From an optimization exercise on the open Yosys and OpenROAD flow, aimed at small area; shortcuts taken in it are not production practice.
In this exercise RTL edits were held to simulation tests only and were not proved equivalent to the original.

[flow/abc_area.script]
strash
dch -f
&get -n
&st
&dch -f
&nf -a -R 1000
&st
&dch -f
&nf -a -R 1000
&put
topo
[design.v]
module matrix_alu_responder #(
  parameter int DATA_W     = 16,
  parameter int NREG       = 8,
  parameter int MUL_CYCLES = 4
) (
  input  logic                  clk,
  input  logic                  reset,
  input  logic                  n_alu_enable,
  input  logic [2:0]            op_select,
  input  logic [2:0]            alu_address,
  input  logic [4*DATA_W-1:0]   data_in,
  output logic [4*DATA_W-1:0]   data_out,
  output logic                  data_valid,
  output logic                  busy,
  output logic                  done,
  output logic                  cmd_err
);
  localparam int W  = DATA_W;
  localparam int MW = 4 * DATA_W;
  localparam logic [2:0] OP_NOP   = 3'b000;
  localparam logic [2:0] OP_LOAD  = 3'b001;
  localparam logic [2:0] OP_ADD   = 3'b010;
  localparam logic [2:0] OP_SUB   = 3'b011;
  localparam logic [2:0] OP_SCAL  = 3'b100;
  localparam logic [2:0] OP_MATR  = 3'b101;
  localparam logic [2:0] OP_TRANS = 3'b110;
  localparam logic [2:0] OP_STORE = 3'b111;
  logic          prev_en;
  logic          accept, go;
  logic [1:0]    k;
  logic          k_last;
  logic [MW-1:0] r0, r1, r2;
  logic [MW-1:0] rh [3:7];
  logic [3:0]    v2;
  logic [7:3]    vh;
  logic [2*W-1:0] sprod;
  logic          vs;       
  logic [W-1:0]  a0, a1, b0, b1;
  logic [W-1:0]  p0, p1, mres;
  logic          hi;
  logic [MW-1:0] asres;
  logic          sub;
  function automatic logic [W-1:0] el(
    input logic [MW-1:0] m,
    input logic [1:0]    idx
  );
    el = m[idx*W +: W];
  endfunction
  assign accept = prev_en & ~n_alu_enable;
  assign go     = accept & ~busy;
  assign k_last = (k == 2'(MUL_CYCLES - 1));
  assign data_valid = ~n_alu_enable & (op_select == OP_STORE);
  logic [10:0] rsel;   
  always_comb begin
    rsel[0] = data_valid & (alu_address == 3'd0);
    rsel[1] = data_valid & (alu_address == 3'd1);
    for (int e = 0; e < 4; e++)
      rsel[2+e] = data_valid & (alu_address == 3'd2) & v2[e];
    for (int r = 3; r < 8; r++)
      rsel[r+3] = data_valid & (alu_address == 3'(r)) & vh[r];
  end
  always_comb begin
    data_out = ({MW{rsel[0]}} & r0) | ({MW{rsel[1]}} & r1);
    for (int e = 0; e < 4; e++)
      data_out[e*W +: W] |= {W{rsel[2+e]}} & r2[e*W +: W];
    for (int r = 3; r < 8; r++)
      data_out |= {MW{rsel[r+3]}} & rh[r];
  end
  assign hi = busy ? k[1] : prev_en;
  assign a0 = el(r0, {hi, 1'b0});
  assign a1 = el(r0, {hi, 1'b1});
  assign b0 = (busy & k[0]) ? el(r1, 2'd1) : el(r1, 2'd0);
  assign b1 = busy ? el(r1, {1'b1, k[0]}) : el(r1, 2'd0);
  mar_mul16lo u_mul0 (.a(a0), .b(b0), .p(p0));
  mar_mul16lo u_mul1 (.a(a1), .b(b1), .p(p1));
  mar_add16   u_madd (.a(p0), .b(p1), .ci(1'b0), .s(mres));
  assign sub = op_select[0];
  for (genvar e = 0; e < 4; e++) begin : g_as
    mar_add16 u_as (.a(el(r0, 2'(e))), .b(el(r1, 2'(e)) ^ {W{sub}}), .ci(sub),
                    .s(asres[e*W +: W]));
  end
  always_ff @(posedge clk or posedge reset) begin
    if (reset) begin
      prev_en <= 1'b1;
      busy    <= 1'b0;
      k       <= '0;
      done    <= 1'b0;
      cmd_err <= 1'b0;
    end else begin
      prev_en <= n_alu_enable;
      done    <= 1'b0;
      if (busy) begin
        k <= k + 2'd1;
        if (k_last) begin
          busy <= 1'b0;
          done <= 1'b1;
        end
      end
      if (accept) begin
        if (busy) begin
          if (op_select != OP_NOP && op_select != OP_STORE)
            cmd_err <= 1'b1;
        end else begin
          unique case (op_select)
            OP_ADD, OP_SUB, OP_SCAL, OP_TRANS: done <= 1'b1;
            OP_MATR: busy <= 1'b1;
            default: ;
          endcase
        end
      end
    end
  end
  always_ff @(posedge clk or posedge reset) begin
    if (reset) begin
      r0    <= '0;
      r1    <= '0;
      vs    <= 1'b0;
    end else begin
      if (go && op_select == OP_LOAD && alu_address == 3'd0) r0 <= data_in;
      if (go && op_select == OP_LOAD && alu_address == 3'd1) r1 <= data_in;
      if (!prev_en && !busy) vs <= 1'b1;
    end
  end
  always_ff @(posedge clk) begin
    if (!prev_en && !busy) sprod <= {p1, p0};
  end
  always_ff @(posedge clk or posedge reset) begin
    if (reset) v2 <= '0;
    else if (go && (op_select == OP_LOAD ? alu_address == 3'd2
                                         : op_select[2] | op_select[1]) &&
             op_select != OP_MATR && op_select != OP_STORE)
      v2 <= 4'hf;
    else if (busy)
      v2[k] <= 1'b1;
  end
  logic       w_ld, w_as, w_sc, w_tr;
  logic [3:0] w_mm;
  logic [MW-1:0] r2_sc, r2_tr;
  assign w_ld = go & (op_select == OP_LOAD) & (alu_address == 3'd2);
  assign w_as = go & (op_select == OP_ADD || op_select == OP_SUB);
  assign w_sc = go & (op_select == OP_SCAL);
  assign w_tr = go & (op_select == OP_TRANS);
  assign r2_sc = {p1, p0, vs ? sprod : '0};
  assign r2_tr = {el(r0, 2'd3), el(r0, 2'd1), el(r0, 2'd2), el(r0, 2'd0)};
  always_comb for (int e = 0; e < 4; e++) w_mm[e] = busy & (k == 2'(e));
  always_ff @(posedge clk) begin
    for (int e = 0; e < 4; e++)
      if (w_mm[e] | w_ld | w_as | w_sc | w_tr)
        r2[e*W +: W] <= ({W{w_mm[e]}} & mres) |
                        ({W{w_ld}} & data_in[e*W +: W]) |
                        ({W{w_as}} & asres[e*W +: W]) |
                        ({W{w_sc}} & r2_sc[e*W +: W]) |
                        ({W{w_tr}} & r2_tr[e*W +: W]);
  end
  always_ff @(posedge clk or posedge reset) begin
    if (reset) vh <= '0;
    else if (go && op_select == OP_LOAD && alu_address >= 3'd3)
      vh[alu_address] <= 1'b1;
  end
  always_ff @(posedge clk) begin
    if (go && op_select == OP_LOAD && alu_address >= 3'd3)
      rh[alu_address] <= data_in;
  end
endmodule
module mar_add16 (
  input  logic [15:0] a,
  input  logic [15:0] b,
  input  logic        ci,
  output logic [15:0] s
);
  logic [16:0] c;
  logic [15:0] x;
  assign c[0] = ci;
  for (genvar i = 0; i < 16; i++) begin : g_fa
    assign x[i]   = a[i] ^ b[i];
    assign s[i]   = x[i] ^ c[i];
    assign c[i+1] = (a[i] & b[i]) | (c[i] & x[i]);
  end
endmodule
module mar_mul16lo (
  input  logic [15:0] a,
  input  logic [15:0] b,
  output logic [15:0] p
);
  logic one0;
  logic two0;
  logic neg0;
  logic t1;
  logic t2;
  logic t3;
  logic t4;
  logic t5;
  logic t6;
  logic t7;
  logic t8;
  logic t9;
  logic t10;
  logic t11;
  logic t12;
  logic t13;
  logic t14;
  logic t15;
  logic t16;
  logic t17;
  logic one1;
  logic two1;
  logic neg1;
  logic t18;
  logic t19;
  logic t20;
  logic t21;
  logic t22;
  logic t23;
  logic t24;
  logic t25;
  logic t26;
  logic t27;
  logic t28;
  logic t29;
  logic t30;
  logic t31;
  logic t32;
  logic one2;
  logic two2;
  logic neg2;
  logic t33;
  logic t34;
  logic t35;
  logic t36;
  logic t37;
  logic t38;
  logic t39;
  logic t40;
  logic t41;
  logic t42;
  logic t43;
  logic t44;
  logic t45;
  logic one3;
  logic two3;
  logic neg3;
  logic t46;
  logic t47;
  logic t48;
  logic t49;
  logic t50;
  logic t51;
  logic t52;
  logic t53;
  logic t54;
  logic t55;
  logic t56;
  logic one4;
  logic two4;
  logic neg4;
  logic t57;
  logic t58;
  logic t59;
  logic t60;
  logic t61;
  logic t62;
  logic t63;
  logic t64;
  logic t65;
  logic one5;
  logic two5;
  logic neg5;
  logic t66;
  logic t67;
  logic t68;
  logic t69;
  logic t70;
  logic t71;
  logic t72;
  logic one6;
  logic two6;
  logic neg6;
  logic t73;
  logic t74;
  logic t75;
  logic t76;
  logic t77;
  logic one7;
  logic two7;
  logic neg7;
  logic t78;
  logic t79;
  logic t80;
  logic t81;
  logic t82;
  logic t83;
  logic t84;
  logic t85;
  logic t86;
  logic t87;
  logic t88;
  logic t89;
  logic t90;
  logic t91;
  logic t92;
  logic t93;
  logic t94;
  logic t95;
  logic t96;
  logic t97;
  logic t98;
  logic t99;
  logic t100;
  logic t101;
  logic t102;
  logic t103;
  logic t104;
  logic t105;
  logic t106;
  logic t107;
  logic t108;
  logic t109;
  logic t110;
  logic t111;
  logic t112;
  logic t113;
  logic t114;
  logic t115;
  logic t116;
  logic t117;
  logic t118;
  logic t119;
  logic t120;
  logic t121;
  logic t122;
  logic t123;
  logic t124;
  logic t125;
  logic t126;
  logic t127;
  logic t128;
  logic t129;
  logic t130;
  logic t131;
  logic t132;
  logic t133;
  logic t134;
  logic t135;
  logic t136;
  logic t137;
  logic t138;
  logic t139;
  logic t140;
  logic t141;
  logic t142;
  logic t143;
  logic t144;
  logic t145;
  logic t146;
  logic t147;
  logic t148;
  logic t149;
  logic t150;
  logic t151;
  logic t152;
  logic t153;
  logic t154;
  logic t155;
  logic t156;
  logic t157;
  logic t158;
  logic t159;
  logic t160;
  logic t161;
  logic t162;
  logic t163;
  logic t164;
  logic t165;
  logic t166;
  logic t167;
  logic t168;
  logic t169;
  logic t170;
  logic t171;
  logic t172;
  logic t173;
  logic t174;
  logic t175;
  logic t176;
  logic t177;
  logic t178;
  logic t179;
  logic t180;
  logic t181;
  logic t182;
  logic t183;
  logic t184;
  logic t185;
  logic t186;
  logic t187;
  logic t188;
  logic t189;
  logic t190;
  logic t191;
  logic t192;
  logic t193;
  logic t194;
  logic t195;
  logic t196;
  logic t197;
  logic t198;
  logic t199;
  logic t200;
  logic t201;
  logic t202;
  logic t203;
  logic t204;
  logic t205;
  logic t206;
  logic t207;
  logic t208;
  logic t209;
  logic t210;
  logic t211;
  logic t212;
  logic t213;
  logic t214;
  logic t215;
  logic t216;
  logic t217;
  logic t218;
  logic t219;
  logic t220;
  logic t221;
  logic t222;
  logic t223;
  logic t224;
  logic t225;
  logic t226;
  logic t227;
  logic t228;
  logic t229;
  logic t230;
  logic t231;
  logic t232;
  logic t233;
  logic t234;
  logic t235;
  logic t236;
  logic t237;
  logic t238;
  logic t239;
  logic t240;
  logic t241;
  logic t242;
  logic t243;
  logic t244;
  logic t245;
  logic t246;
  logic t247;
  logic t248;
  logic t249;
  logic t250;
  logic t251;
  logic t252;
  logic t253;
  logic t254;
  logic t255;
  logic t256;
  assign one0 = b[0] ^ 1'b0;
  assign two0 = (b[1] & ~b[0] & ~1'b0) | (~b[1] & b[0] & 1'b0);
  assign neg0 = b[1];
  assign t1 = a[0] & one0;
  assign t2 = neg0 & ~t1;
  assign t3 = ((a[1] & one0) | (a[0] & two0)) ^ neg0;
  assign t4 = ((a[2] & one0) | (a[1] & two0)) ^ neg0;
  assign t5 = ((a[3] & one0) | (a[2] & two0)) ^ neg0;
  assign t6 = ((a[4] & one0) | (a[3] & two0)) ^ neg0;
  assign t7 = ((a[5] & one0) | (a[4] & two0)) ^ neg0;
  assign t8 = ((a[6] & one0) | (a[5] & two0)) ^ neg0;
  assign t9 = ((a[7] & one0) | (a[6] & two0)) ^ neg0;
  assign t10 = ((a[8] & one0) | (a[7] & two0)) ^ neg0;
  assign t11 = ((a[9] & one0) | (a[8] & two0)) ^ neg0;
  assign t12 = ((a[10] & one0) | (a[9] & two0)) ^ neg0;
  assign t13 = ((a[11] & one0) | (a[10] & two0)) ^ neg0;
  assign t14 = ((a[12] & one0) | (a[11] & two0)) ^ neg0;
  assign t15 = ((a[13] & one0) | (a[12] & two0)) ^ neg0;
  assign t16 = ((a[14] & one0) | (a[13] & two0)) ^ neg0;
  assign t17 = ((a[15] & one0) | (a[14] & two0)) ^ neg0;
  assign one1 = b[2] ^ b[1];
  assign two1 = (b[3] & ~b[2] & ~b[1]) | (~b[3] & b[2] & b[1]);
  assign neg1 = b[3];
  assign t18 = a[0] & one1;
  assign t19 = neg1 & ~t18;
  assign t20 = ((a[1] & one1) | (a[0] & two1)) ^ neg1;
  assign t21 = ((a[2] & one1) | (a[1] & two1)) ^ neg1;
  assign t22 = ((a[3] & one1) | (a[2] & two1)) ^ neg1;
  assign t23 = ((a[4] & one1) | (a[3] & two1)) ^ neg1;
  assign t24 = ((a[5] & one1) | (a[4] & two1)) ^ neg1;
  assign t25 = ((a[6] & one1) | (a[5] & two1)) ^ neg1;
  assign t26 = ((a[7] & one1) | (a[6] & two1)) ^ neg1;
  assign t27 = ((a[8] & one1) | (a[7] & two1)) ^ neg1;
  assign t28 = ((a[9] & one1) | (a[8] & two1)) ^ neg1;
  assign t29 = ((a[10] & one1) | (a[9] & two1)) ^ neg1;
  assign t30 = ((a[11] & one1) | (a[10] & two1)) ^ neg1;
  assign t31 = ((a[12] & one1) | (a[11] & two1)) ^ neg1;
  assign t32 = ((a[13] & one1) | (a[12] & two1)) ^ neg1;
  assign one2 = b[4] ^ b[3];
  assign two2 = (b[5] & ~b[4] & ~b[3]) | (~b[5] & b[4] & b[3]);
  assign neg2 = b[5];
  assign t33 = a[0] & one2;
  assign t34 = neg2 & ~t33;
  assign t35 = ((a[1] & one2) | (a[0] & two2)) ^ neg2;
  assign t36 = ((a[2] & one2) | (a[1] & two2)) ^ neg2;
  assign t37 = ((a[3] & one2) | (a[2] & two2)) ^ neg2;
  assign t38 = ((a[4] & one2) | (a[3] & two2)) ^ neg2;
  assign t39 = ((a[5] & one2) | (a[4] & two2)) ^ neg2;
  assign t40 = ((a[6] & one2) | (a[5] & two2)) ^ neg2;
  assign t41 = ((a[7] & one2) | (a[6] & two2)) ^ neg2;
  assign t42 = ((a[8] & one2) | (a[7] & two2)) ^ neg2;
  assign t43 = ((a[9] & one2) | (a[8] & two2)) ^ neg2;
  assign t44 = ((a[10] & one2) | (a[9] & two2)) ^ neg2;
  assign t45 = ((a[11] & one2) | (a[10] & two2)) ^ neg2;
  assign one3 = b[6] ^ b[5];
  assign two3 = (b[7] & ~b[6] & ~b[5]) | (~b[7] & b[6] & b[5]);
  assign neg3 = b[7];
  assign t46 = a[0] & one3;
  assign t47 = neg3 & ~t46;
  assign t48 = ((a[1] & one3) | (a[0] & two3)) ^ neg3;
  assign t49 = ((a[2] & one3) | (a[1] & two3)) ^ neg3;
  assign t50 = ((a[3] & one3) | (a[2] & two3)) ^ neg3;
  assign t51 = ((a[4] & one3) | (a[3] & two3)) ^ neg3;
  assign t52 = ((a[5] & one3) | (a[4] & two3)) ^ neg3;
  assign t53 = ((a[6] & one3) | (a[5] & two3)) ^ neg3;
  assign t54 = ((a[7] & one3) | (a[6] & two3)) ^ neg3;
  assign t55 = ((a[8] & one3) | (a[7] & two3)) ^ neg3;
  assign t56 = ((a[9] & one3) | (a[8] & two3)) ^ neg3;
  assign one4 = b[8] ^ b[7];
  assign two4 = (b[9] & ~b[8] & ~b[7]) | (~b[9] & b[8] & b[7]);
  assign neg4 = b[9];
  assign t57 = a[0] & one4;
  assign t58 = neg4 & ~t57;
  assign t59 = ((a[1] & one4) | (a[0] & two4)) ^ neg4;
  assign t60 = ((a[2] & one4) | (a[1] & two4)) ^ neg4;
  assign t61 = ((a[3] & one4) | (a[2] & two4)) ^ neg4;
  assign t62 = ((a[4] & one4) | (a[3] & two4)) ^ neg4;
  assign t63 = ((a[5] & one4) | (a[4] & two4)) ^ neg4;
  assign t64 = ((a[6] & one4) | (a[5] & two4)) ^ neg4;
  assign t65 = ((a[7] & one4) | (a[6] & two4)) ^ neg4;
  assign one5 = b[10] ^ b[9];
  assign two5 = (b[11] & ~b[10] & ~b[9]) | (~b[11] & b[10] & b[9]);
  assign neg5 = b[11];
  assign t66 = a[0] & one5;
  assign t67 = neg5 & ~t66;
  assign t68 = ((a[1] & one5) | (a[0] & two5)) ^ neg5;
  assign t69 = ((a[2] & one5) | (a[1] & two5)) ^ neg5;
  assign t70 = ((a[3] & one5) | (a[2] & two5)) ^ neg5;
  assign t71 = ((a[4] & one5) | (a[3] & two5)) ^ neg5;
  assign t72 = ((a[5] & one5) | (a[4] & two5)) ^ neg5;
  assign one6 = b[12] ^ b[11];
  assign two6 = (b[13] & ~b[12] & ~b[11]) | (~b[13] & b[12] & b[11]);
  assign neg6 = b[13];
  assign t73 = a[0] & one6;
  assign t74 = neg6 & ~t73;
  assign t75 = ((a[1] & one6) | (a[0] & two6)) ^ neg6;
  assign t76 = ((a[2] & one6) | (a[1] & two6)) ^ neg6;
  assign t77 = ((a[3] & one6) | (a[2] & two6)) ^ neg6;
  assign one7 = b[14] ^ b[13];
  assign two7 = (b[15] & ~b[14] & ~b[13]) | (~b[15] & b[14] & b[13]);
  assign neg7 = b[15];
  assign t78 = a[0] & one7;
  assign t79 = neg7 & ~t78;
  assign t80 = ((a[1] & one7) | (a[0] & two7)) ^ neg7;
  assign t81 = t2 ^ t3;
  assign t82 = t2 & t3;
  assign t85 = t18 ^ t4;
  assign t83 = t85 ^ t82;
  assign t84 = (t18 & t4) | (t82 & t85);
  assign t88 = t19 ^ t20;
  assign t86 = t88 ^ t5;
  assign t87 = (t19 & t20) | (t5 & t88);
  assign t89 = t86 ^ t84;
  assign t90 = t86 & t84;
  assign t93 = t21 ^ t33;
  assign t91 = t93 ^ t6;
  assign t92 = (t21 & t33) | (t6 & t93);
  assign t96 = t87 ^ t91;
  assign t94 = t96 ^ t90;
  assign t95 = (t87 & t91) | (t90 & t96);
  assign t99 = t22 ^ t34;
  assign t97 = t99 ^ t35;
  assign t98 = (t22 & t34) | (t35 & t99);
  assign t102 = t7 ^ t92;
  assign t100 = t102 ^ t97;
  assign t101 = (t7 & t92) | (t97 & t102);
  assign t103 = t100 ^ t95;
  assign t104 = t100 & t95;
  assign t107 = t23 ^ t36;
  assign t105 = t107 ^ t46;
  assign t106 = (t23 & t36) | (t46 & t107);
  assign t110 = t8 ^ t105;
  assign t108 = t110 ^ t98;
  assign t109 = (t8 & t105) | (t98 & t110);
  assign t113 = t101 ^ t108;
  assign t111 = t113 ^ t104;
  assign t112 = (t101 & t108) | (t104 & t113);
  assign t116 = t24 ^ t37;
  assign t114 = t116 ^ t47;
  assign t115 = (t24 & t37) | (t47 & t116);
  assign t119 = t48 ^ t9;
  assign t117 = t119 ^ t106;
  assign t118 = (t48 & t9) | (t106 & t119);
  assign t122 = t114 ^ t109;
  assign t120 = t122 ^ t117;
  assign t121 = (t114 & t109) | (t117 & t122);
  assign t123 = t120 ^ t112;
  assign t124 = t120 & t112;
  assign t127 = t10 ^ t25;
  assign t125 = t127 ^ t38;
  assign t126 = (t10 & t25) | (t38 & t127);
  assign t130 = t49 ^ t57;
  assign t128 = t130 ^ t115;
  assign t129 = (t49 & t57) | (t115 & t130);
  assign t133 = t125 ^ t118;
  assign t131 = t133 ^ t128;
  assign t132 = (t125 & t118) | (t128 & t133);
  assign t136 = t121 ^ t131;
  assign t134 = t136 ^ t124;
  assign t135 = (t121 & t131) | (t124 & t136);
  assign t139 = t11 ^ t26;
  assign t137 = t139 ^ t39;
  assign t138 = (t11 & t26) | (t39 & t139);
  assign t142 = t50 ^ t58;
  assign t140 = t142 ^ t59;
  assign t141 = (t50 & t58) | (t59 & t142);
  assign t145 = t126 ^ t137;
  assign t143 = t145 ^ t140;
  assign t144 = (t126 & t137) | (t140 & t145);
  assign t148 = t129 ^ t143;
  assign t146 = t148 ^ t132;
  assign t147 = (t129 & t143) | (t132 & t148);
  assign t149 = t146 ^ t135;
  assign t150 = t146 & t135;
  assign t153 = t12 ^ t27;
  assign t151 = t153 ^ t40;
  assign t152 = (t12 & t27) | (t40 & t153);
  assign t156 = t51 ^ t60;
  assign t154 = t156 ^ t66;
  assign t155 = (t51 & t60) | (t66 & t156);
  assign t159 = t138 ^ t141;
  assign t157 = t159 ^ t151;
  assign t158 = (t138 & t141) | (t151 & t159);
  assign t162 = t154 ^ t144;
  assign t160 = t162 ^ t157;
  assign t161 = (t154 & t144) | (t157 & t162);
  assign t165 = t160 ^ t147;
  assign t163 = t165 ^ t150;
  assign t164 = (t160 & t147) | (t150 & t165);
  assign t168 = t13 ^ t28;
  assign t166 = t168 ^ t41;
  assign t167 = (t13 & t28) | (t41 & t168);
  assign t171 = t52 ^ t61;
  assign t169 = t171 ^ t67;
  assign t170 = (t52 & t61) | (t67 & t171);
  assign t174 = t68 ^ t152;
  assign t172 = t174 ^ t155;
  assign t173 = (t68 & t152) | (t155 & t174);
  assign t177 = t166 ^ t169;
  assign t175 = t177 ^ t158;
  assign t176 = (t166 & t169) | (t158 & t177);
  assign t180 = t172 ^ t161;
  assign t178 = t180 ^ t175;
  assign t179 = (t172 & t161) | (t175 & t180);
  assign t181 = t178 ^ t164;
  assign t182 = t178 & t164;
  assign t185 = t14 ^ t29;
  assign t183 = t185 ^ t42;
  assign t184 = (t14 & t29) | (t42 & t185);
  assign t188 = t53 ^ t62;
  assign t186 = t188 ^ t69;
  assign t187 = (t53 & t62) | (t69 & t188);
  assign t191 = t73 ^ t167;
  assign t189 = t191 ^ t170;
  assign t190 = (t73 & t167) | (t170 & t191);
  assign t194 = t183 ^ t186;
  assign t192 = t194 ^ t173;
  assign t193 = (t183 & t186) | (t173 & t194);
  assign t197 = t189 ^ t176;
  assign t195 = t197 ^ t192;
  assign t196 = (t189 & t176) | (t192 & t197);
  assign t200 = t179 ^ t195;
  assign t198 = t200 ^ t182;
  assign t199 = (t179 & t195) | (t182 & t200);
  assign t203 = t15 ^ t30;
  assign t201 = t203 ^ t43;
  assign t202 = (t15 & t30) | (t43 & t203);
  assign t206 = t54 ^ t63;
  assign t204 = t206 ^ t70;
  assign t205 = (t54 & t63) | (t70 & t206);
  assign t209 = t74 ^ t75;
  assign t207 = t209 ^ t184;
  assign t208 = (t74 & t75) | (t184 & t209);
  assign t212 = t187 ^ t201;
  assign t210 = t212 ^ t204;
  assign t211 = (t187 & t201) | (t204 & t212);
  assign t215 = t190 ^ t207;
  assign t213 = t215 ^ t210;
  assign t214 = (t190 & t207) | (t210 & t215);
  assign t218 = t193 ^ t213;
  assign t216 = t218 ^ t196;
  assign t217 = (t193 & t213) | (t196 & t218);
  assign t219 = t216 ^ t199;
  assign t220 = t216 & t199;
  assign t223 = t16 ^ t31;
  assign t221 = t223 ^ t44;
  assign t222 = (t16 & t31) | (t44 & t223);
  assign t226 = t55 ^ t64;
  assign t224 = t226 ^ t71;
  assign t225 = (t55 & t64) | (t71 & t226);
  assign t229 = t76 ^ t78;
  assign t227 = t229 ^ t202;
  assign t228 = (t76 & t78) | (t202 & t229);
  assign t232 = t205 ^ t221;
  assign t230 = t232 ^ t224;
  assign t231 = (t205 & t221) | (t224 & t232);
  assign t235 = t208 ^ t211;
  assign t233 = t235 ^ t227;
  assign t234 = (t208 & t211) | (t227 & t235);
  assign t238 = t230 ^ t214;
  assign t236 = t238 ^ t233;
  assign t237 = (t230 & t214) | (t233 & t238);
  assign t241 = t236 ^ t217;
  assign t239 = t241 ^ t220;
  assign t240 = (t236 & t217) | (t220 & t241);
  assign t242 = t17 ^ t32;
  assign t243 = t45 ^ t56;
  assign t244 = t65 ^ t72;
  assign t245 = t77 ^ t79;
  assign t246 = t80 ^ t242;
  assign t247 = t243 ^ t244;
  assign t248 = t245 ^ t222;
  assign t249 = t225 ^ t246;
  assign t250 = t247 ^ t248;
  assign t251 = t249 ^ t228;
  assign t252 = t231 ^ t250;
  assign t253 = t251 ^ t252;
  assign t254 = t234 ^ t253;
  assign t255 = t254 ^ t237;
  assign t256 = t255 ^ t240;
  assign p = {t256, t239, t219, t198, t181, t163, t149, t134, t123, t111, t103, t94, t89, t83, t81, t1};
endmodule
[constraint.sdc]
create_clock -name core_clock -period 12.0 [get_ports {clk}]
set_input_delay 2.4000 -clock core_clock [delete_from_list [all_inputs] [get_ports {clk}]]
set_output_delay 2.4000 -clock core_clock [all_outputs]
set_load 0.01 [all_outputs]
[config.mk]
export PLATFORM = sky130hd
export DESIGN_NAME = matrix_alu_responder
export DESIGN_NICKNAME = matrix_alu_responder
export VERILOG_FILES = /design/flow/design.v
export SDC_FILE = /design/flow/constraint.sdc
export NUM_CORES = 4
export LEC_CHECK = 0
export CAP_MARGIN = 20
export CORE_MARGIN = 2
export CORE_UTILIZATION = 70
export SLEW_MARGIN = 20
[standard.sh]
#!/bin/bash
# synth_recipe.tcl (not shown) runs the flow's synth.tcl, then flattens the netlist and writes it again
# the make line also repeats each setting of config.mk as NAME=value (left out here)
make -C /OpenROAD-flow-scripts/flow DESIGN_CONFIG=/design/flow/config.mk WORK_HOME=/design/flow/orfs CLKGATE_MAP_FILE= SYNTH_SCRIPT=/design/flow/synth_recipe.tcl "${@:-finish}"
[flow/run.sh]
#!/bin/bash
# The standard layout (standard.sh, ORFS) with these changes:
#  1. Yosys's generic `abc -fast` inside `synth` is skipped (SYNTH_ARGS=-noabc),
#     so extract_fa sees the RTL's full adders as written and maps them to
#     fa/ha cells without inverters between them.
#  2. The cell mapping runs an area-oriented ABC script (flow/abc_area.script: repeated
#     choice computation and area-only mapping with area recovery,
#     selected with ABC_AREA=1) instead of the delay-oriented default.
#  3. CTS inserts no dummy loads and clusters up to 25 sinks within 100 um
#     per leaf buffer (clock-pin slew stays near 100 ps).
#  4. Port buffers are the smallest buffer, sky130_fd_sc_hd__buf_1; every
#     input and output port still gets its own buffer.
# Registers, their names and cell types are those of the standard synthesis.
set -euo pipefail
W="$(cd "$(dirname "$0")/.." && pwd)"
cd "$W"
rm -rf "$W/scripts_area"
cp -r "$FLOW_HOME/scripts" "$W/scripts_area"
cp "$W/flow/abc_area.script" "$W/scripts_area/abc_area.script"
export SCRIPTS_DIR="$W/scripts_area"
export SYNTH_ARGS="-noabc"
export ABC_AREA=1
export CTS_ARGS="-sink_clustering_enable -repair_clock_nets -dont_use_dummy_load -sink_clustering_size 25 -sink_clustering_max_diameter 100"
export BUFFER_PORTS_ARGS="-buffer_cell sky130_fd_sc_hd__buf_1"
bash "$W/standard.sh" > "$W/flow_make.log" 2>&1
==> impl_metrics.toml, run 1 <==
[yosys]
synthesis.area_um2 = 29800
synth_edf_count = 416
ys_seq_area_share_pct = 54.0
synth_nets = 2377
synth_top_family_by_area = "compound AO/OA/AOI/OAI gates"
yosys.area_share.simple_pct = 5.05
synth_fa_ha_area_share_pct = 13.2
syn_inst = 2092
synthArstFlopShare_pct = 25.7
synth_ff_type = "edfxtp_1"
synth_xor_area_share_pct = 6.40
ys_ff_latch = 560
synth.area.mux_share_pct = 6.61
ys_types = 43
postSynthAreaPerCell_um2 = 14.3
synth.yosys.warnings = 1
synth_compound_area_share_pct = 14.4

[worst_hold_path]
hp-class = "reg2reg"
holdPathStages = 2

[global_routing]
grt_pass1_wl_um = 139000
grtUsageTotal_pct = 42.8
overflow = 0
globalRouteMet3Util_pct = 9.04
met1_usage_pct = 57.3
first_global_vias = 22099
antenna_found_initial = 3
grt_max_degree = 82
top_usage_layer = "met2"
grt_util_met2_pct = 65.9

[sta]
grt_setup_unrepaired = "false"
setup_viol = 0
hold_viol_final = 0
fin_crit_sh_pct = 87.8
min_period_ns = 10.54
holdWs_ns = 0.483
final.setup_skew_ns = 0.0469
slew_headroom_pct = 21.2
max_freq_mhz = 94.9
worstMarginPinSlew_ns = 1.18
fin_setup_tns_ns = 0
report.final.slew_viol_count = 0

[status]
status = "no timing/DRC/antenna violations"

[final_layout]
areaGrowthSynthToFinish_pct = 8.52
n_fill_cell = 2640
layout-drive-gt1-share_pct = 5.37
final_cell_area_um2 = 32400
layout.nets = 2614

[clocking]
cts_setup_buffers = 0
cts-root-buf = "clkbuf_16"
clkSlewWorstSetupHoldPaths_ns = 0.09
ctsHoldBuffers = 0
cts_resized = 0
htree_levels = 1
clkLatencyLatePin_ns = 0.62
cts_sinks = 560
cts_tree = "done"
clockBufferDepth = 3
cts_buffers = 26

[worst_setup_path]
start_kind = "primary input"
path_max_fanout = 25
crit_required_ns = 12.31
critPathCaptureType = "flop"
crit_type = "in2reg"
reg2reg_depth = 24
cp_data_arrival_time_ns = 10.84

[routing]
wl_per_cell_um = 32.6
wl_um = 93500
drt_iter0_markers = 4075
dr.pass1.iters = 13
drt-vias-per-instance = 7.79
drc_errors = 0
vias = 22348
drtAntennaViolNets = 0

[place]
io_buffers = 140
dp_hpwl_um = 60200
gp_congestion = 0.999
dpl_cell_area_um2 = 31700

[floorplan]
fp.dieH_um = 210
die_w_um = 210
initial_core_util_pct = 70.9
die_area_um2 = 44300
core_area_um2 = 42000
rows = 75
ios = 141

[job]
cap_viol_max_count = 0
[per-layer routing]
layer	wire length (um)	vias up	part of all wire, %
met2	42700	1956	46
met1	32200	11070	34
met4	6580	2	7.0
met3	12100	385	13
met5	48	-	0.051
li1	-	8935	-
[layout by cell type, fill, tap and decap left out, types with 40 or more instances in the layout]
cell / synthesis / layout
a222oi_1: 183 / 183
a22oi_1: 131 / 131
buf_1: 0 / 139
buf_4: 0 / 64
dfrtp_1: 143 / 143
edfxtp_1: 416 / 416
fa_1: 172 / 172
ha_1: 40 / 40
mux2_1: 119 / 119
mux2i_1: 63 / 60
nand2_1: 103 / 103
nand3_1: 73 / 73
nor2_1: 99 / 88
o21ai_0: 70 / 65
o22ai_1: 96 / 96
xnor2_1: 97 / 95
xor2_1: 121 / 121
[registers in the layout, summed over array words and instances (netlist names), 2 cells and up]
| register | flops |
|---|---|
| sprod | 32 |
| r2 | 64 |
| v2 | 4 |
| r1 | 64 |
| k | 2 |
| r0 | 64 |
| vh | 5 |
| rh | 320 |
[cell usage after synthesis, types with 17 or more instances]
cell type,number,area (um2)
nand3_1,73,365
o21ai_0,70,350
mux2i_1,63,631
dfrtp_1,143,3580
or3_1,17,106
a22oi_1,131,983
xor2_1,121,1060
a222oi_1,183,1830
xnor2_1,97,850
a21oi_1,28,140
clkinv_1,31,116
fa_1,172,3440
mux2_1,119,1340
edfxtp_1,416,12500
o22ai_1,96,601
nand2_1,103,387
nor2_1,99,372
ha_1,40,500
[area by class of cell]
type / count / area (um2) / share of cell area [%]
antenna: 2 / 5.00 / 0.0155
clock buffer: 26 / 651 / 2.01
inverter: 31 / 121 / 0.375
multi-input combinational: 1501 / 13800 / 42.5
sequential: 560 / 16100 / 49.7
tap: 539 / 674 / 2.08
timing repair buffer: 209 / 1060 / 3.28
[worst paths after layout]
kind                                   start      to  slack [ns]
worst max-delay path            op_select[0]  r2[31]        1.46
worst min-delay path                   v2[2]   v2[2]        0.48
worst max register to register          busy  r2[63]        1.93
worst min register to register         v2[2]   v2[2]        0.48
max in group asynchronous              reset  r1[43]        8.54
min in group asynchronous              reset   vh[6]        1.94
[through the flow]
| stage | instances | utilization [%] | worst slack (ns) |
|---|---|---|---|
| finish | 2868 | 77.0 | 1.46 |
| global route | 2866 | 77.0 | 1.11 |
| CTS | 2863 | 76.8 | 1.52 |
| detailed placement | 2837 | 75.3 | 0.897 |
| global placement | 2837 | 75.3 | 1.03 |
| floorplan | 2092 | - | 0.940 |
[worst max-delay path: stages]
cell and delay [ns]:
clkbuf_4 0.45, xor2_1 0.18, fa_1 0.44, fa_1 0.46
fa_1 0.46, fa_1 0.46, fa_1 0.46, fa_1 0.46
fa_1 0.46, fa_1 0.48, fa_1 0.47, fa_1 0.48
fa_1 0.48, fa_1 0.48, fa_1 0.47, fa_1 0.48
fa_1 0.47, xnor2_1 0.16, xnor2_1 0.14, a222oi_1 0.31
o211ai_1 0.14
[cells by family after synthesis]
kind of cell | Yosys count
DFF | 560
xor gates and xnor gates | 218
muxes | 182
adders and majority gates | 212
AOI/OAI and AO/OA | 553
and+or+nand+nor | 336
buffers and inverters | 31
==> inputs of run 2 (changes only) <==
--- a/flow/run.sh
+++ b/flow/run.sh
@@ -8,4 +8,5 @@
 #     selected with ABC_AREA=1) instead of the delay-oriented default.
-#  3. CTS inserts no dummy loads and clusters up to 25 sinks within 100 um
-#     per leaf buffer (clock-pin slew stays near 100 ps).
+#  3. CTS inserts no dummy loads and builds the tree from clkbuf_4 cells,
+#     up to 10 sinks within 50 um per leaf buffer (clock-pin slew stays
+#     near 115 ps).
 #  4. Port buffers are the smallest buffer, sky130_fd_sc_hd__buf_1; every
@@ -22,3 +23,3 @@
 export ABC_AREA=1
-export CTS_ARGS="-sink_clustering_enable -repair_clock_nets -dont_use_dummy_load -sink_clustering_size 25 -sink_clustering_max_diameter 100"
+export CTS_ARGS="-sink_clustering_enable -repair_clock_nets -dont_use_dummy_load -sink_clustering_size 10 -sink_clustering_max_diameter 50 -buf_list sky130_fd_sc_hd__clkbuf_4"
 export BUFFER_PORTS_ARGS="-buffer_cell sky130_fd_sc_hd__buf_1"
==> run 2 against run 1 <==
Fmax up 2.7%. Routed wire length about the same. Global-route usage up 0.37 points. Register-to-register slack better by 0.08 ns. Count of clock-buffer cells in the layout up 42. Highest routed layer unchanged.
==> impl_metrics.toml, run 2 <==
[floorplan]
fp.dieH_um = 210
rows = 75
core_area_um2 = 42000
die_w_um = 210
die_area_um2 = 44300
ios = 141
initial_core_util_pct = 70.9

[clocking]
ctsHoldBuffers = 0
cts_tree = "done"
cts_setup_buffers = 0
cts_sinks = 560
htree_levels = 3
cts_buffers = 68
clkLatencyLatePin_ns = 0.83
cts-root-buf = "clkbuf_4"
clockBufferDepth = 3
cts_resized = 0
clkSlewWorstSetupHoldPaths_ns = 0.12

[sta]
fin_setup_tns_ns = 0
grt_setup_unrepaired = "false"
min_period_ns = 10.26
hold_viol_final = 0
holdWs_ns = 0.485
setup_slack_ns = 1.74
report.final.slew_viol_count = 0
max_freq_mhz = 97.5
final.setup_skew_ns = 0.0851
fin_crit_sh_pct = 85.5
worstMarginPinSlew_ns = 1.18
setup_viol = 0
slew_headroom_pct = 21.1

[place]
dpl_cell_area_um2 = 31700
dp_hpwl_um = 60200
io_buffers = 140
post-place-ws_ns = 0.897
dp.cells = 2837
gp_congestion = 0.999

[worst_setup_path]
critPathCaptureType = "flop"
crit_top_cell = "fa_1"
cp-startpoint = "op_select[0]"
reg2reg_depth = 26
slowest_stage = "fa_1"
path_cells = "clkbuf_4 -> xor2_1 -> fa_1 -> fa_1 -> fa_1 -> fa_1 -> fa_1 -> fa_1 -> fa_1 -> fa_1 -> fa_1 -> fa_1 -> fa_1 -> fa_1 -> fa_1 -> fa_1 -> fa_1 -> xnor2_1 -> xnor2_1 -> a222oi_1 -> o211ai_1"
path_max_fanout = 25
crit_type = "in2reg"
start_kind = "primary input"
r2r_end = "r2[47]"
critPathMaxStageDelay_ns = 0.49
crit_required_ns = 12.54
critPathCapture = "r2[47]"
r2r_slack_ns = 2.01
cp_data_arrival_time_ns = 10.79
r2r_start = "k[0]"

[yosys]
synth_nets = 2377
syn_inst = 2092
synth.most_common_cell = "edfxtp_1"
synthesis.area_um2 = 29800
netlist.area_leader.share_pct = 41.9
postSynthAreaPerCell_um2 = 14.3
ys_ff_latch = 560
synth_common_cells = "edfxtp_1 (416), a222oi_1 (183), fa_1 (172)"
ys_types = 43
yosys-top-cells-area = "edfxtp_1 (42%), dfrtp_1 (12%), fa_1 (12%)"
yosys.area.top_type = "edfxtp_1"
synth.yosys.warnings = 1
ys_seq_area_share_pct = 54.0
synth_ff_type = "edfxtp_1"
synth_edf_count = 416
synthArstFlopShare_pct = 25.7

[worst_hold_path]
hp-class = "reg2reg"

[global_routing]
top_usage_layer = "met2"
grt_util_met2_pct = 65.3
overflow = 0
grtUsageTotal_pct = 43.2
globalRouteMet3Util_pct = 10.6
antenna_found_initial = 3
grt_max_degree = 82
met1_usage_pct = 58.1
grt_pass1_wl_um = 140000
first_global_vias = 22149

[routing]
wl_per_cell_um = 32.1
wl_um = 93600
dr.pass1.iters = 14
drt_iter0_markers = 4155
drtAntennaViolNets = 0
drc_errors = 0
drt-vias-per-instance = 7.72
vias = 22484

[final_layout]
final_common_cell = "edfxtp_1"
final_cells = 2911
regMostFlops = "rh"
areaGrowthSynthToFinish_pct = 8.07
layout_common_cells = "edfxtp_1 (416), a222oi_1 (183), fa_1 (172)"
layout-drive-gt1-share_pct = 7.05
final_cell_area_um2 = 32200
layout.nets = 2655
largest_register_ffs = 320

[status]
status = "no timing/DRC/antenna violations"

[job]
cap_viol_max_count = 0
## run 2: changes by cell type in the layout (fill, tap and decap cells not counted), sizes merged
cell and change:
buf -1, clkbuf +42, diode +2
## run 2: cell families after synthesis
kind of cell / count (synthesis) / synth area share (%)
adders and majority gates: 212 / 13.2
xor gates and xnor gates: 218 / 6.40
and+or+nand+nor: 336 / 5.05
muxes: 182 / 6.61
AOI/OAI and AO/OA: 553 / 14.4
buffers and inverters: 31 / 0.390
DFF: 560 / 54.0
## run 2: how the worst min path moves through the flow
stage	startpoint	end	slack, ns	cells past startpoint
6_report	cmd_err	cmd_err	0.48	1
5_1_grt	vh[4]	vh[4]	0.50	1
4_1_cts	v2[1]	v2[1]	0.48	2
3_5_place_dp	v2[1]	v2[1]	0.45	2
3_3_place_gp	v2[1]	v2[1]	0.44	2
2_1_floorplan	vh[4]	vh[4]	0.43	1
## run 2: layer usage
| metal | vias up | wire (um) |
|---|---|---|
| met5 | - | 13 |
| li1 | 9035 | - |
| met3 | 387 | 12100 |
| met4 | 2 | 6410 |
| met2 | 2009 | 42400 |
| met1 | 11051 | 32600 |
## run 2: stage by stage
step	util, %
after floorplan	-
after detailed placement	75.3
final	76.7
after global placement	75.3
after global routing	76.7
after CTS	76.5
## run 2: cell type report
type / instances / area, um2
Clock buffer: 68 / 510
Antenna cell: 4 / 10.0
Multi-Input combinational cell: 1501 / 13800
Timing Repair Buffer: 208 / 1060
Inverter: 31 / 121
Sequential cell: 560 / 16100
Fill cell: 2687 / 9810
Tap cell: 539 / 674
## run 2: worst max-delay path, delay by kind of cell
family / cells / cell delay (ns)
AOI/OAI and AO/OA: 2 / 0.39
xor gates and xnor gates: 3 / 0.47
adders and majority gates: 15 / 7.04
buffers and inverters: 1 / 0.47
==> inputs of run 3 (changes only) <==
--- a/flow/run.sh
+++ b/flow/run.sh
@@ -13,2 +13,5 @@
 #     input and output port still gets its own buffer.
+#  5. Half-adder cells are not used (added to DONT_USE_CELLS in a config that
+#     includes the standard flow's config.mk): extract_fa then maps only full adders and
+#     does not turn address and counter decode logic into half adders.
 # Registers, their names and cell types are those of the standard synthesis.
@@ -25,2 +28,4 @@
 export BUFFER_PORTS_ARGS="-buffer_cell sky130_fd_sc_hd__buf_1"
-bash "$W/standard.sh" > "$W/flow_make.log" 2>&1
+printf 'include %s/config.mk\nexport DONT_USE_CELLS = sky130_fd_sc_hd__ha_1 sky130_fd_sc_hd__ha_2 sky130_fd_sc_hd__ha_4\n' "$W" > "$W/config_area.mk"
+sed "s|DESIGN_CONFIG=[^ ]*|DESIGN_CONFIG=$W/config_area.mk|" "$W/standard.sh" > "$W/standard_area.sh"
+bash "$W/standard_area.sh" > "$W/flow_make.log" 2>&1
==> run 3 against run 2 <==
Still clean. Register-to-register slack improved by 0.14 ns. Sequential cell count unchanged. Fmax decreased by 1.7%. Count of clock-buffer cells in the layout increased by 2. Non-clock buffer count increased by 8. Via count decreased by 0.43%. Core utilization about the same.
==> impl_metrics.toml, run 3 <==
[yosys]
synth.most_common_cell = "edfxtp_1"
netlist.area_leader.share_pct = 42.3
ys_types = 42
synth_ff_type = "edfxtp_1"
yosys-top-cells-area = "edfxtp_1 (42%), dfrtp_1 (12%), fa_1 (12%)"
synth_edf_count = 416
synth_common_cells = "edfxtp_1 (416), fa_1 (172), nand2_1 (156)"
yosys.area.top_type = "edfxtp_1"
synthesis.area_um2 = 29600
postSynthAreaPerCell_um2 = 13.9
synth.yosys.warnings = 1
ys_ff_latch = 560
ys_seq_area_share_pct = 54.5
synthArstFlopShare_pct = 25.7
syn_inst = 2119
synth_nets = 2364

[sta]
worstMarginPinSlew_ns = 1.15
final.setup_skew_ns = 0.0828
setup_viol = 0
holdWs_ns = 0.473
max_freq_mhz = 95.8
hold_viol_final = 0
fin_setup_tns_ns = 0
grt_setup_unrepaired = "false"
report.final.slew_viol_count = 0
fin_crit_sh_pct = 87.0
slew_headroom_pct = 23.0
min_period_ns = 10.43

[worst_hold_path]
hp-class = "reg2reg"
whs_endpoint = "cmd_err"
worstHoldStart = "cmd_err"
holdPathStages = 1

[floorplan]
ios = 141
initial_core_util_pct = 70.6
fp.dieH_um = 209
core_area_um2 = 41900
die_w_um = 209
rows = 75
die_area_um2 = 43900

[routing]
drt_iter0_markers = 3923
wl_um = 93000
drtAntennaViolNets = 0
drc_errors = 0
drt-vias-per-instance = 7.60
vias = 22387
dr.pass1.iters = 10
wl_per_cell_um = 31.6

[final_layout]
final_common_cell = "edfxtp_1"
largest_register_ffs = 320
layout.nets = 2652
areaGrowthSynthToFinish_pct = 8.60
layout-drive-gt1-share_pct = 7.53
layout_common_cells = "edfxtp_1 (416), fa_1 (172), nand2_1 (156)"
regMostFlops = "rh"

[clocking]
htree_levels = 3
clockBufferDepth = 3
cts-root-buf = "clkbuf_4"
clkSlewWorstSetupHoldPaths_ns = 0.11
cts_setup_buffers = 0
clkLatencyLatePin_ns = 0.83
cts_resized = 0
cts_sinks = 560
cts_tree = "done"
ctsHoldBuffers = 0
cts_buffers = 70

[global_routing]
antenna_found_initial = 2
grt_max_degree = 77
first_global_vias = 22359
grtUsageTotal_pct = 43.0
overflow = 0
grt_pass1_wl_um = 139000

[worst_setup_path]
r2r_end = "r2[31]"
cp_num_buf_inv = 1
r2r_slack_ns = 2.15
crit_type = "in2reg"
start_kind = "primary input"
r2r_start = "busy"
crit_required_ns = 12.56
crit_top_cell = "fa_1"
reg2reg_depth = 25
slowest_stage = "fa_1"
path_max_fanout = 19
path_cells = "clkbuf_4 -> xor2_1 -> fa_1 -> fa_1 -> fa_1 -> fa_1 -> fa_1 -> fa_1 -> fa_1 -> fa_1 -> fa_1 -> fa_1 -> fa_1 -> fa_1 -> fa_1 -> fa_1 -> fa_1 -> xnor2_1 -> o21ai_0 -> a21oi_1 -> a221o_1 -> a21oi_1 -> o21ai_0"
critPathCaptureType = "flop"
critPathMaxStageDelay_ns = 0.53
crit_family = "adder cells"
cp_data_arrival_time_ns = 10.99

[place]
gp_congestion = 0.974
dp_hpwl_um = 61300
io_buffers = 140

[job]
cap_viol_max_count = 0

[status]
status = "no timing/DRC/antenna violations"
run 3: worst max-delay path by stage:
stage,from,cells past startpoint,to
after global placement,op_select[0],23,r2[15]
final,op_select[0],23,r2[63]
after floorplan,op_select[1],5,data_out[35]
after detailed placement,op_select[0],23,r2[15]
after global routing,op_select[0],23,r2[15]
after CTS,op_select[0],23,r2[15]
run 3: final cells by class:
cell class	count	area, um2
well taps	539	674
inverters	22	87.6
clock buffers	70	526
flip-flops and latches	560	16100
repair buffers	216	1150
fillers	2683	9760
diodes	3	7.51
multi-input cells	1537	13600
run 3: metrics by stage:
| step | utilization, % | setup WS [ns] | instance area (um2) | std cells |
|---|---|---|---|---|
| final | 76.7 | 1.57 | 32100 | 2947 |
| after global routing | 76.7 | 1.29 | 32100 | 2947 |
| after CTS | 76.4 | 1.60 | 32000 | 2939 |
| after detailed placement | 75.1 | 0.730 | 31500 | 2869 |
| after global placement | 75.1 | 0.790 | 31500 | 2869 |
| after floorplan | - | 0.907 | 29600 | 2119 |
run 3: cell families after synthesis:
logic type,share of synthesized area (%)
adders and majority gates,11.7
muxes,6.42
DFF,54.5
buffers and inverters,0.279
AOI/OAI and AO/OA,14.2
and+or+nand+nor,6.57
xor gates and xnor gates,6.43
run 3: routing by layer:
layer | vias to the layer above | routed length, um | GRT usage (%)
li1 | 9026 | - | -
met1 | 11122 | 33400 | 58.3
met2 | 1837 | 41800 | 64.2
met3 | 402 | 11700 | 11.7
met4 | 0 | 6060 | 23.5
met5 | - | 0 | 0
==> inputs of run 4 (changes only) <==
--- a/flow/run.sh
+++ b/flow/run.sh
@@ -8,5 +8,2 @@
 #     selected with ABC_AREA=1) instead of the delay-oriented default.
-#  3. CTS inserts no dummy loads and builds the tree from clkbuf_4 cells,
-#     up to 10 sinks within 50 um per leaf buffer (clock-pin slew stays
-#     near 115 ps).
 #  4. Port buffers are the smallest buffer, sky130_fd_sc_hd__buf_1; every
@@ -26,3 +23,3 @@
 export ABC_AREA=1
-export CTS_ARGS="-sink_clustering_enable -repair_clock_nets -dont_use_dummy_load -sink_clustering_size 10 -sink_clustering_max_diameter 50 -buf_list sky130_fd_sc_hd__clkbuf_4"
+export CTS_ARGS="-sink_clustering_enable -repair_clock_nets -dont_use_dummy_load -sink_clustering_size 16 -sink_clustering_max_diameter 60 -buf_list sky130_fd_sc_hd__clkbuf_8"
 export BUFFER_PORTS_ARGS="-buffer_cell sky130_fd_sc_hd__buf_1"
==> run 4 against run 3 <==
Still clean. First-iteration DRC count increased by 0.94%. Clock skew decreased by 0.010 ns. Sequential share of layout area decreased by 0.12 points. Critical path depth unchanged.
==> impl_metrics.toml, run 4 <==
[routing]
drt_iter0_markers = 3960
wl_per_cell_um = 31.6
drc_errors = 0
drt-vias-per-instance = 7.61
drtAntennaViolNets = 0
dr.pass1.iters = 11
vias = 22197
wl_um = 92200

[yosys]
ys_types = 42
yosys-top-cells-area = "edfxtp_1 (42%), dfrtp_1 (12%), fa_1 (12%)"
yosys.area.top_type = "edfxtp_1"
synth_edf_count = 416
synth_common_cells = "edfxtp_1 (416), fa_1 (172), nand2_1 (156)"
synth_nets = 2364
synth_top_family_by_area = "compound AO/OA/AOI/OAI gates"
syn_inst = 2119
synth_xor_area_share_pct = 6.43
synthesis.area_um2 = 29600
synthArstFlopShare_pct = 25.7
synth_ff_type = "edfxtp_1"
synth.yosys.warnings = 1
ys_ff_latch = 560
postSynthAreaPerCell_um2 = 13.9
yosys.area_share.simple_pct = 6.57
synth_fa_ha_area_share_pct = 11.7
synth_compound_area_share_pct = 14.2
synth.area.mux_share_pct = 6.42
ys_seq_area_share_pct = 54.5
synth.most_common_cell = "edfxtp_1"
netlist.area_leader.share_pct = 42.3

[place]
gp_congestion = 0.974
io_buffers = 140
dp_hpwl_um = 61300
post-place-ws_ns = 0.730
dp.cells = 2869

[clocking]
clockBufferDepth = 3
clkLatencyLatePin_ns = 0.68
ctsHoldBuffers = 0
cts_tree = "done"
cts_resized = 0
cts-root-buf = "clkbuf_8"
clkSlewWorstSetupHoldPaths_ns = 0.09
cts_buffers = 45
cts_sinks = 560
cts_setup_buffers = 0
htree_levels = 2

[floorplan]
core_area_um2 = 41900
die_w_um = 209
ios = 141
rows = 75
die_area_um2 = 43900
initial_core_util_pct = 70.6
fp.dieH_um = 209

[sta]
fin_crit_sh_pct = 88.2
max_freq_mhz = 94.5
setup_slack_ns = 1.42
hold_viol_final = 0
slew_headroom_pct = 24.3
fin_setup_tns_ns = 0
worstMarginPinSlew_ns = 1.10
holdWs_ns = 0.471
grt_setup_unrepaired = "false"
min_period_ns = 10.58
setup_viol = 0
final.setup_skew_ns = 0.0725
report.final.slew_viol_count = 0

[worst_setup_path]
start_kind = "primary input"
cp_data_arrival_time_ns = 10.97
crit_type = "in2reg"
crit_required_ns = 12.39
critPathCaptureType = "flop"
path_max_fanout = 19
r2r_slack_ns = 2.12

[job]
cap_viol_max_count = 0

[final_layout]
n_fill_cell = 2654
final_cells = 2918
final_common_cell = "edfxtp_1"
layout_common_cells = "edfxtp_1 (416), fa_1 (172), nand2_1 (156)"
diodes = 0
largest_register_ffs = 320
areaGrowthSynthToFinish_pct = 8.85
multi_input_area_um2 = 13600
layout.nets = 2626
finish.utilization_pct = 76.9
regMostFlops = "rh"
register_area_um2 = 16100
layout-drive-gt1-share_pct = 6.47

[status]
status = "no timing/DRC/antenna violations"

[global_routing]
antenna_found_initial = 0
overflow = 0
grt_max_degree = 77
grt_pass1_wl_um = 138000
first_global_vias = 22189
grtUsageTotal_pct = 42.6

[worst_hold_path]
hp-class = "reg2reg"
[run 4: cell counts after synthesis]
Identical to the previous run, type by type.
[run 4: path summary, 6_finish.rpt]
check | to | startpoint | cells after the start
hold reg to reg | v2[1] | v2[1] | 1
setup reg to reg | r2[31] | busy | 25
max in group asynchronous | r0[40] | reset | 4
min in group asynchronous | r1[17] | reset | 2
hold / removal | v2[1] | v2[1] | 1
setup / recovery | r2[15] | op_select[0] | 23
[run 4: per-stage QoR]
stage	cell area [um2]
after global routing	32200
final	32200
after detailed placement	31500
after floorplan	29600
after global placement	31500
after CTS	32100
[run 4: area by class of cell]
type,instances,share of cell area (%)
Tap cell,539,2.10
Multi-Input combinational cell,1537,42.1
Clock buffer,45,1.93
Timing Repair Buffer,215,3.54
Inverter,22,0.272
Sequential cell,560,50.0
[run 4: metal layers]
| layer | GRT usage, % | share of wire (%) | vias to the layer above |
|---|---|---|---|
| met5 | 0 | 0 | - |
| met4 | 22.7 | 6.1 | 0 |
| met3 | 10.9 | 13 | 384 |
| met2 | 64.5 | 45 | 1923 |
| met1 | 57.9 | 35 | 10945 |
| li1 | - | - | 8945 |
[run 4: logic make-up after synthesis]
group | after synthesis
multiplexers | 175
adder cells (fa/ha/maj) | 172
XOR/XNOR | 217
AND/OR/NAND/NOR | 432
flip-flops | 560
buffers and inverters | 22
AO/OA/AOI/OAI | 541
[run 4: worst max-delay path, stage by stage]
cell      delay [ns]
clkbuf_4        0.39
xor2_1          0.16
fa_1            0.46
fa_1            0.47
fa_1            0.48
fa_1            0.46
fa_1            0.49
fa_1            0.48
fa_1            0.48
fa_1            0.48
fa_1            0.50
fa_1            0.47
fa_1            0.46
fa_1            0.50
fa_1            0.47
fa_1            0.47
fa_1            0.44
xor2_1          0.18
o21ai_0         0.18
a21oi_1         0.06
a221o_1         0.27
a21oi_1         0.12
o31ai_1         0.09
==> inputs of run 5 (changes only) <==
--- a/design.v
+++ b/design.v
@@ -32,2 +32,4 @@
   logic [MW-1:0] r0, r1, r2;
+  logic [MW-1:0] r1q;
+  logic          v1;
   logic [MW-1:0] rh [3:7];
@@ -115,3 +117,3 @@
       r0    <= '0;
-      r1    <= '0;
+      v1    <= 1'b0;
       vs    <= 1'b0;
@@ -119,3 +121,3 @@
       if (go && op_select == OP_LOAD && alu_address == 3'd0) r0 <= data_in;
-      if (go && op_select == OP_LOAD && alu_address == 3'd1) r1 <= data_in;
+      if (go && op_select == OP_LOAD && alu_address == 3'd1) v1 <= 1'b1;
       if (!prev_en && !busy) vs <= 1'b1;
@@ -124,2 +126,6 @@
   always_ff @(posedge clk) begin
+    if (go && op_select == OP_LOAD && alu_address == 3'd1) r1q <= data_in;
+  end
+  assign r1 = v1 ? r1q : '0;
+  always_ff @(posedge clk) begin
     if (!prev_en && !busy) sprod <= {p1, p0};
==> run 5 against run 4 <==
Non-clock buffer count shrank 5. Worst setup slack lost 0.16 ns. Register-to-register slack worse by 0.66 ns. Via count is 2.1% higher. Critical endpoint is now r2[47]. Routed wire length increased by 3.4%. Clock skew rose by 0.017 ns. Critical path type unchanged. Still clean on timing, DRC and antenna. Synthesized cell count up 1.4%. Sequential share of layout area up 1.5 points. Sequential cell count rose by 1.
==> impl_metrics.toml, run 5 <==
[final_layout]
largest_register_ffs = 320
register_area_um2 = 16400
final_common_cell = "edfxtp_1"
multi_input_area_um2 = 13100
layout_common_cells = "edfxtp_1 (480), nand2_1 (256), fa_1 (172)"
layout.nets = 2650
areaGrowthSynthToFinish_pct = 8.65
n_fill_cell = 2615
regMostFlops = "rh"
layout-drive-gt1-share_pct = 6.16

[clocking]
cts_buffers = 45
clkLatencyLatePin_ns = 0.70
htree_levels = 2
clkSlewWorstSetupHoldPaths_ns = 0.10
cts_resized = 0
cts_setup_buffers = 0
cts-root-buf = "clkbuf_8"
clockBufferDepth = 3
cts_tree = "done"
cts_sinks = 561
ctsHoldBuffers = 0

[sta]
min_period_ns = 10.74
fin_crit_sh_pct = 89.5
final.setup_skew_ns = 0.0899
setup_viol = 0
hold_viol_final = 0
report.final.slew_viol_count = 0
fin_setup_tns_ns = 0
max_freq_mhz = 93.1
worstMarginPinSlew_ns = 1.18
grt_setup_unrepaired = "false"
slew_headroom_pct = 21.2

[routing]
drt_iter0_markers = 3948
vias = 22660
wl_met3_um = 12500
dr.pass1.iters = 9
top_layer = "met5"
drc_errors = 0
drtAntennaViolNets = 0
wl_per_cell_um = 32.4
wl_um = 95300
wl_met1_um = 32400
drt-vias-per-instance = 7.69
wl_met2_um = 43100

[yosys]
synthArstFlopShare_pct = 14.4
ys_seq_area_share_pct = 56.0
yosys-top-cells-area = "edfxtp_1 (49%), fa_1 (12%), dfrtp_1 (6.8%)"
synth_nets = 2393
postSynthAreaPerCell_um2 = 13.7
synth.most_common_cell = "edfxtp_1"
synth_common_cells = "edfxtp_1 (480), nand2_1 (256), fa_1 (172)"
synth.yosys.warnings = 1
netlist.area_leader.share_pct = 49.1
synth_edf_count = 480
synth_ff_type = "edfxtp_1"
ys_types = 45
ys_ff_latch = 561
synthesis.area_um2 = 29400
yosys.area.top_type = "edfxtp_1"
syn_inst = 2148

[place]
dp_hpwl_um = 61600
io_buffers = 140
gp_congestion = 1.04

[worst_setup_path]
reg2reg_depth = 25
crit_top_cell = "fa_1"
critPathMaxStageDelay_ns = 0.61
r2r_end = "r2[47]"
r2r_start = "busy"
crit_type = "in2reg"
cp_num_buf_inv = 2
critPathCaptureType = "flop"
crit_family = "adder cells"
slowest_stage = "clkbuf_4"
start_kind = "primary input"
critPathCapture = "r2[47]"
r2r_slack_ns = 1.46
path_max_fanout = 33
crit_required_ns = 12.36
cp_data_arrival_time_ns = 11.11
cp_num_cells = 23
path_cells = "clkbuf_4 -> buf_4 -> xnor2_1 -> fa_1 -> fa_1 -> fa_1 -> fa_1 -> fa_1 -> fa_1 -> fa_1 -> fa_1 -> fa_1 -> fa_1 -> fa_1 -> fa_1 -> fa_1 -> fa_1 -> xnor2_1 -> o21ai_0 -> a21oi_1 -> a221o_1 -> a21oi_1 -> o21ai_0"
cp-startpoint = "op_select[0]"

[global_routing]
first_global_vias = 23033
grtUsageTotal_pct = 44.6
antenna_found_initial = 4
overflow = 0
grt_max_degree = 66
grt_pass1_wl_um = 143000

[floorplan]
rows = 75
die_w_um = 209
initial_core_util_pct = 70.5
die_area_um2 = 43600
fp.dieH_um = 209
core_area_um2 = 41700
ios = 141

[status]
status = "no timing/DRC/antenna violations"

[job]
cap_viol_max_count = 0

[worst_hold_path]
hp-class = "reg2reg"
## run 5: changes by cell type after synthesis, moves of 51 or more
cell	change
nand2_1	+100
edfxtp_1	+64
dfrtp_1	-63
a22o_1	-58
mux2_1	-51
o21ai_0	+51
## run 5: routing by layer
layer  up-vias  GRT usage [%]
met3       472           10.3
met2      2138           67.4
met5         -              0
li1       9023              -
met1     11023           59.1
met4         4           28.8
## run 5: how the worst min path moves through the flow
stage | end | start | depth (start not counted)
global route | vs | vs | 1
floorplan | v2[0] | v2[0] | 1
CTS | v2[1] | v2[1] | 1
global placement | v2[2] | v2[2] | 1
detailed placement | v2[1] | v2[1] | 1
finish | v2[0] | v2[0] | 1
## run 5: through the flow
step / utilization [%] / hold slack (ns) / worst slack (ns) / std cells / instance area, um2
2_1_floorplan: - / 0.431 / 0.851 / 2148 / 29400
3_3_place_gp: 75.0 / 0.446 / 0.756 / 2895 / 31200
3_5_place_dp: 75.1 / 0.454 / 0.662 / 2897 / 31300
4_1_cts: 76.6 / 0.475 / 1.35 / 2942 / 31900
5_1_grt: 76.6 / 0.498 / 0.908 / 2944 / 31900
6_report: 76.6 / 0.480 / 1.26 / 2946 / 31900
## run 5: cell type report
type,count,area share (%)
sequential,561,51.5
timing repair buffer,210,3.36
tap,539,2.11
multi-input combinational,1582,41.0
antenna,4,0.0314
clock buffer,45,1.94
inverter,5,0.0666
## run 5: kinds of logic (layout without fill, tap and decap cells)
group	count (synthesis)	in the layout	synth area share, %
mux	107	107	3.93
flops	561	561	56.0
fa+ha+maj	172	172	11.7
xor+xnor	216	216	6.44
other cells	0	4	0
buf+inv	5	260	0.0639
simple gates	509	509	7.49
compound gates	578	578	14.4

[afterwards: timing with drivers on the ports]
In the flow no input, the clock included, has a driving cell. The finished layouts below were timed again as built, in two steps.
Step 1, drivers: a clkbuf_16 drives clk and a buf_2 each remaining input, both assumed.
Step 2 also shifts input and output timing later by t, the mid clock arrival at the registers, as if the neighbouring blocks saw the same clock.
Slacks: ideal ports / drivers / drivers and shift; pairs: ideal ports / drivers.
| run | t, ns | setup WS [ns] | hold slack, ns | worst data-port slew with drivers (ns) |
|---|---|---|---|---|
| run 1 | 0.657 | 1.464 / 1.493 / 0.836 | 0.483 / 0.483 / 0.483 | 0.11 |
| run 2 | 0.846 | 1.744 / 1.767 / 0.921 | 0.485 / 0.485 / 0.485 | 0.10 |
| run 3 | 0.844 | 1.566 / 1.537 / 0.694 | 0.473 / 0.473 / 0.473 | 0.08 |
| run 4 | 0.698 | 1.421 / 1.404 / 0.706 | 0.471 / 0.471 / 0.471 | 0.07 |
| run 5 | 0.718 | 1.257 / 1.261 / 0.544 | 0.480 / 0.480 / 0.480 | 0.12 |
After both steps setup and hold are still met in every run listed. For run 3, which loses most, drivers alone change the setup slack by -0.029 ns; drivers and shift together by -0.872 ns.
